From an optimization exercise on the open Yosys and OpenROAD flow, aimed at small area and a short achievable clock period; shortcuts taken in it are not production practice. Only simulation tests tie the RTL to the original design; equivalence was not proved.

==> 02-26: inputs <==
==> flow/design.v (excerpt) <==
module rvv_rt_xrf_wb_buffer #(
   parameter int unsigned NUM_RT = 4,
   parameter int unsigned NUM_WP = 2,
   parameter int unsigned DEPTH  = 8,
   parameter int unsigned XLEN   = 32,
   parameter int unsigned AW     = 5
) (
   input  logic                   clk,
   input  logic                   rst,
   input  logic [NUM_RT-1:0]      rt_valid,
   input  logic [NUM_RT*AW-1:0]   rt_addr,
   input  logic [NUM_RT*XLEN-1:0] rt_data,
   output logic [NUM_RT-1:0]      rt_ready,
   output logic [NUM_WP-1:0]      wp_valid,
   output logic [NUM_WP*AW-1:0]   wp_addr,
   output logic [NUM_WP*XLEN-1:0] wp_data,
   input  logic [NUM_WP-1:0]      wp_ready,
   output logic                   buf_empty,
   output logic                   buf_full
   ,
   output logic [$clog2(DEPTH+1)-1:0] stat_max_occ,
   output logic [31:0]                stat_full_stall
);
   localparam int unsigned EW = 1 + AW + XLEN;    
   logic [7:0][EW-1:0] mem_q;
   logic [7:0]         rd_oh_q, wr_oh_q;          
   logic [7:0]         occ_q;                     
   logic [AW-1:0]      last_q;                    
   logic [3:0]          st;                       
   logic [3:0][AW-1:0]  ad;
   logic [3:0]          same;                     
   logic [3:0][EW-1:0]  ch;
   logic [3:0][1:0]     rank;                     
   logic [3:0]          npush;                    
   logic [AW-1:0]       last_d;
   always_comb begin
  ...
export LEC_CHECK = 0
export CAP_MARGIN = 20
export CORE_MARGIN = 2
export CORE_UTILIZATION = 60
export SETUP_SLACK_MARGIN = 2.0
export SLEW_MARGIN = 20
create_clock -name core_clock -period 5.5 [get_ports {clk}]
standard.sh (not shown) runs the stock make flow with config.mk's settings and CLKGATE_MAP_FILE= SYNTH_SCRIPT=/design/flow/synth_recipe.tcl, a recipe that flattens the netlist after the stock synthesis.
==> flow/flow/run.sh <==
#!/bin/bash
# Own layout flow: the standard ORFS flow, with the I/O port buffers made from a
# plain buffer cell instead of the one buffer_ports picks by default (a delay cell).
set -euo pipefail
export BUFFER_PORTS_ARGS="-buffer_cell sky130_fd_sc_hd__buf_2"
bash standard.sh "BUFFER_PORTS_ARGS=-buffer_cell sky130_fd_sc_hd__buf_2" finish > flow_standard.log 2>&1
==> 07-10: changes against 02-26 <==
==> flow/run.sh (new file) <==
#!/bin/bash
# synth_recipe.tcl (not shown) runs the flow's synth.tcl, then flattens the netlist and writes it again
# the make line also repeats each setting of config.mk as NAME=value (left out here)
make -C /OpenROAD-flow-scripts/flow DESIGN_CONFIG=/design/flow/config.mk WORK_HOME=/design/flow/orfs CLKGATE_MAP_FILE= SYNTH_SCRIPT=/design/flow/synth_recipe.tcl finish
==> flow/config.mk (replaced) <==
export PLATFORM = sky130hd
export DESIGN_NAME = rvv_rt_xrf_wb_buffer
export DESIGN_NICKNAME = rvv_rt_xrf_wb_buffer
export VERILOG_FILES = /design/flow/design.v
export SDC_FILE = /design/flow/constraint.sdc
export NUM_CORES = 4
export LEC_CHECK = 0
export CAP_MARGIN = 20
export CORE_MARGIN = 2
export CORE_UTILIZATION = 40
export SLEW_MARGIN = 20
removed: flow/flow/run.sh
removed: flow/standard.sh
==> 05-02: changes against 02-26 <==
--- a/flow/design.v
+++ b/flow/design.v
@@ -20,21 +20,23 @@
    ,
    output logic [$clog2(DEPTH+1)-1:0] stat_max_occ,
    output logic [31:0]                stat_full_stall
 );
    localparam int unsigned EW = 1 + AW + XLEN;    
    logic [7:0][EW-1:0] mem_q;
    logic [7:0]         rd_oh_q, wr_oh_q;          
+   logic [3:0]         ev_sel_q, od_sel_q;        
+   logic               swap_q;                    
    logic [7:0]         occ_q;                     
    logic [AW-1:0]      last_q;                    
    logic [3:0]          st;                       
    logic [3:0][AW-1:0]  ad;
    logic [3:0]          same;                     
    logic [3:0][EW-1:0]  ch;
-   logic [3:0][1:0]     rank;                     
+   logic [3:0][3:0]     rk;                       
    logic [3:0]          npush;                    
    logic [AW-1:0]       last_d;
    always_comb begin
       for (int i = 0; i < 4; i++) begin
          ad[i] = rt_addr[i*AW +: AW];
          st[i] = rt_valid[i] & ~occ_q[7-i] & (ad[i] != '0);
       end
@@ -42,18 +44,21 @@
       same[1] = st[0] ? (ad[1] == ad[0]) : (ad[1] == last_q);
       same[2] = st[1] ? (ad[2] == ad[1]) : st[0] ? (ad[2] == ad[0]) : (ad[2] == last_q);
       same[3] = st[2] ? (ad[3] == ad[2]) : st[1] ? (ad[3] == ad[1]) :
                 st[0] ? (ad[3] == ad[0]) : (ad[3] == last_q);
       last_d  = st[3] ? ad[3] : st[2] ? ad[2] : st[1] ? ad[1] : st[0] ? ad[0] : last_q;
       for (int i = 0; i < 4; i++)
          ch[i] = {same[i], ad[i], rt_data[i*XLEN +: XLEN]};
-      rank[0] = 2'd0;
-      rank[1] = {1'b0, st[0]};
-      rank[2] = {st[0] & st[1], st[0] ^ st[1]};
-      rank[3] = 2'(st[0]) + 2'(st[1]) + 2'(st[2]);
+      rk[0] = 4'b0001;
+      rk[1] = {2'b00, st[0], ~st[0]};
+      rk[2] = {1'b0, st[0] & st[1], st[0] ^ st[1], ~st[0] & ~st[1]};
+      rk[3] = {st[0] & st[1] & st[2],
+               (st[0] & st[1] & ~st[2]) | (st[0] & ~st[1] & st[2]) | (~st[0] & st[1] & st[2]),
+               (st[0] & ~st[1] & ~st[2]) | (~st[0] & st[1] & ~st[2]) | (~st[0] & ~st[1] & st[2]),
+               ~st[0] & ~st[1] & ~st[2]};
       npush[0] = |st;
       npush[1] = (st[0] & st[1]) | (st[0] & st[2]) | (st[0] & st[3]) |
                  (st[1] & st[2]) | (st[1] & st[3]) | (st[2] & st[3]);
       npush[2] = (st[0] & st[1] & st[2]) | (st[0] & st[1] & st[3]) |
                  (st[0] & st[2] & st[3]) | (st[1] & st[2] & st[3]);
       npush[3] = &st;
    end
@@ -63,15 +68,15 @@
       for (int b = 0; b < 4; b++) wr4[b] = wr_oh_q[b] | wr_oh_q[b+4];
       for (int b = 0; b < 4; b++) begin
          lane[b] = '0;
          for (int i = 0; i < 4; i++) begin
             logic hit;
             hit = 1'b0;
             for (int r = 0; r <= i; r++)
-               hit = hit | ((rank[i] == 2'(r)) & wr4[(b - r + 4) % 4]);
+               hit = hit | (rk[i][r] & wr4[(b - r + 4) % 4]);
             if (st[i] && hit) lane[b] = lane[b] | ch[i];
          end
       end
    end
    logic [7:0] we;
    always_comb begin
       for (int e = 0; e < 8; e++) begin
@@ -80,22 +85,24 @@
             we[e] = we[e] | (wr_oh_q[(e - k + 8) % 8] & npush[k]);
       end
    end
    always_ff @(posedge clk) begin
       for (int e = 0; e < 8; e++)
          if (we[e]) mem_q[e] <= lane[e % 4];
    end
-   logic [EW-1:0] head0, head1;
+   logic [EW-1:0] ev, od, head0, head1;
    always_comb begin
-      head0 = '0;
-      head1 = '0;
-      for (int e = 0; e < 8; e++) begin
-         head0 = head0 | ({EW{rd_oh_q[e]}} & mem_q[e]);
-         head1 = head1 | ({EW{rd_oh_q[e]}} & mem_q[(e + 1) % 8]);
+      ev = '0;
+      od = '0;
+      for (int k = 0; k < 4; k++) begin
+         ev = ev | ({EW{ev_sel_q[k]}} & mem_q[2*k]);
+         od = od | ({EW{od_sel_q[k]}} & mem_q[2*k+1]);
       end
+      head0 = swap_q ? od : ev;
+      head1 = swap_q ? ev : od;
    end
    logic [1:0] wpv;
    assign wpv[0] = occ_q[0];
    assign wpv[1] = occ_q[1] & ~head1[EW-1];
    logic pop1, pop2;
    assign pop1 = wpv[0] & wp_ready[0];
    assign pop2 = pop1 & wpv[1] & wp_ready[1];
@@ -120,20 +127,28 @@
          end
          occ_d[i]   = v;
          wr_oh_d[i] = w;
       end
    end
    always_ff @(posedge clk) begin
       if (rst) begin
-         rd_oh_q <= 8'd1;
-         wr_oh_q <= 8'd1;
+         rd_oh_q  <= 8'd1;
+         ev_sel_q <= 4'd1;
+         od_sel_q <= 4'd1;
+         swap_q   <= 1'b0;
+         wr_oh_q  <= 8'd1;
          occ_q   <= '0;
       end else begin
-         rd_oh_q <= rd_oh_d;
-         wr_oh_q <= wr_oh_d;
+         rd_oh_q  <= rd_oh_d;
+         for (int k = 0; k < 4; k++) begin
+            ev_sel_q[k] <= rd_oh_d[2*k] | rd_oh_d[(2*k + 7) % 8];
+            od_sel_q[k] <= rd_oh_d[2*k+1] | rd_oh_d[2*k];
+         end
+         swap_q   <= rd_oh_d[1] | rd_oh_d[3] | rd_oh_d[5] | rd_oh_d[7];
+         wr_oh_q  <= wr_oh_d;
          occ_q   <= occ_d;
       end
    end
    always_ff @(posedge clk) begin
       last_q <= last_d;
    end
    always_comb begin
==> flow/flow/run.sh (replaced) <==
#!/bin/bash
# Own layout flow: the standard ORFS flow, with the I/O port buffers made from a
# plain buffer cell instead of the one buffer_ports picks by default (a delay cell).
set -euo pipefail
export BUFFER_PORTS_ARGS="-buffer_cell sky130_fd_sc_hd__buf_1"
bash standard.sh "BUFFER_PORTS_ARGS=-buffer_cell sky130_fd_sc_hd__buf_1" finish > flow_standard.log 2>&1
==> flow/config.mk (replaced) <==
export PLATFORM = sky130hd
export DESIGN_NAME = rvv_rt_xrf_wb_buffer
export DESIGN_NICKNAME = rvv_rt_xrf_wb_buffer
export VERILOG_FILES = /design/flow/design.v
export SDC_FILE = /design/flow/constraint.sdc
export NUM_CORES = 4
export LEC_CHECK = 0
export CAP_MARGIN = 20
export CORE_MARGIN = 2
export CORE_UTILIZATION = 45
export CTS_CLUSTER_DIAMETER = 80
export CTS_CLUSTER_SIZE = 25
export SETUP_SLACK_MARGIN = 2.1
export SLEW_MARGIN = 20
==> results.json <==
{
  "tap-cell-count": 442,
  "overall_global_routing_resource_usage_pct": 43.0,
  "period_needed_ns": 3.51,
  "cellLeakagePower_nw": 8.69,
  "syn_inst": 1922,
  "detailroute.wirelength.met3_mm": 12.8,
  "outcome": "finished clean",
  "regToRegStartpoint": "occ_q[6]",
  "cp_cell_sequence": "buf_4, a22oi_1, nand4_1, buf_2",
  "layout.cells.most_common_list": "sky130_fd_sc_hd__nand2_1, sky130_fd_sc_hd__a22oi_1, sky130_fd_sc_hd__edfxtp_1",
  "layout.cells.most_common": "sky130_fd_sc_hd__nand2_1",
  "r2r_endpoint": "mem_q[85]",
  "combPwrFrac_pct": 40.1,
  "grt_antenna_before_repair": 4,
  "synth_area_per_cell_um2": 10.3,
  "seq-cell-share_pct": 44.8,
  "gp_routability_congestion": 0.995
}
-- figures above: 02-26

==> results.json <==
{
  "gp_routability_congestion": 0.879,
  "combPwrFrac_pct": 42.9,
  "seq-cell-share_pct": 46.3,
  "layout.cells.most_common_list": "sky130_fd_sc_hd__edfxtp_1, sky130_fd_sc_hd__buf_1, sky130_fd_sc_hd__a22oi_1",
  "detailroute.wirelength.met3_mm": 9.50,
  "grt_antenna_before_repair": 5,
  "overall_global_routing_resource_usage_pct": 32.4,
  "layout.cells.most_common": "sky130_fd_sc_hd__edfxtp_1",
  "outcome": "finished clean",
  "regToRegStartpoint": "occ_q[5]",
  "syn_inst": 1815
}
-- figures above: 05-02

==> results.json <==
{
  "outcome": "finished clean",
  "syn_inst": 1922,
  "r2r_endpoint": "occ_q[6]",
  "layout.cells.most_common_list": "sky130_fd_sc_hd__nand2_1, sky130_fd_sc_hd__a22oi_1, sky130_fd_sc_hd__edfxtp_1",
  "regToRegStartpoint": "rd_oh_q[2]",
  "overall_global_routing_resource_usage_pct": 30.1,
  "detailroute.wirelength.met3_mm": 10.2,
  "grt_antenna_before_repair": 1,
  "cellLeakagePower_nw": 8.52,
  "seq-cell-share_pct": 42.4,
  "tap-cell-count": 664,
  "combPwrFrac_pct": 40.8,
  "period_needed_ns": 4.51
}
-- figures above: 07-10

## what the ideal ports hide
Ports are ideal in the flow. The routed layouts listed here were re-timed in OpenROAD. Step 1 sets driving cells, clkbuf_16 on the clock port and buf_2 on the other inputs (assumed; they add their load-dependent delay and slew). Step 2 also shifts input and output timing later by t, the mid clock arrival at the registers, as if the neighbouring blocks saw the same clock. a / b / c = no drivers / after step 1 / after step 2; a / b = the first two.
run	t, ns	slack for setup (ns)	hold WS [ns]	slew at the worst register clock pin (ns)	worst data-port slew with drivers (ns)
02-26	0.583	1.990 / 1.937 / 1.457	0.491 / 0.491 / 0.491	0.07 / 0.07	0.10
07-10	0.624	0.989 / 1.022 / 0.398	0.482 / 0.482 / 0.482	0.06 / 0.06	0.06
05-02	0.630	2.071 / 2.057 / 1.474	0.472 / 0.472 / 0.472	0.10 / 0.10	0.09
After both steps every run listed still meets setup and hold. The setup slack of 05-02, which loses most, moves by -0.014 ns with the drivers and by -0.597 ns with both steps.
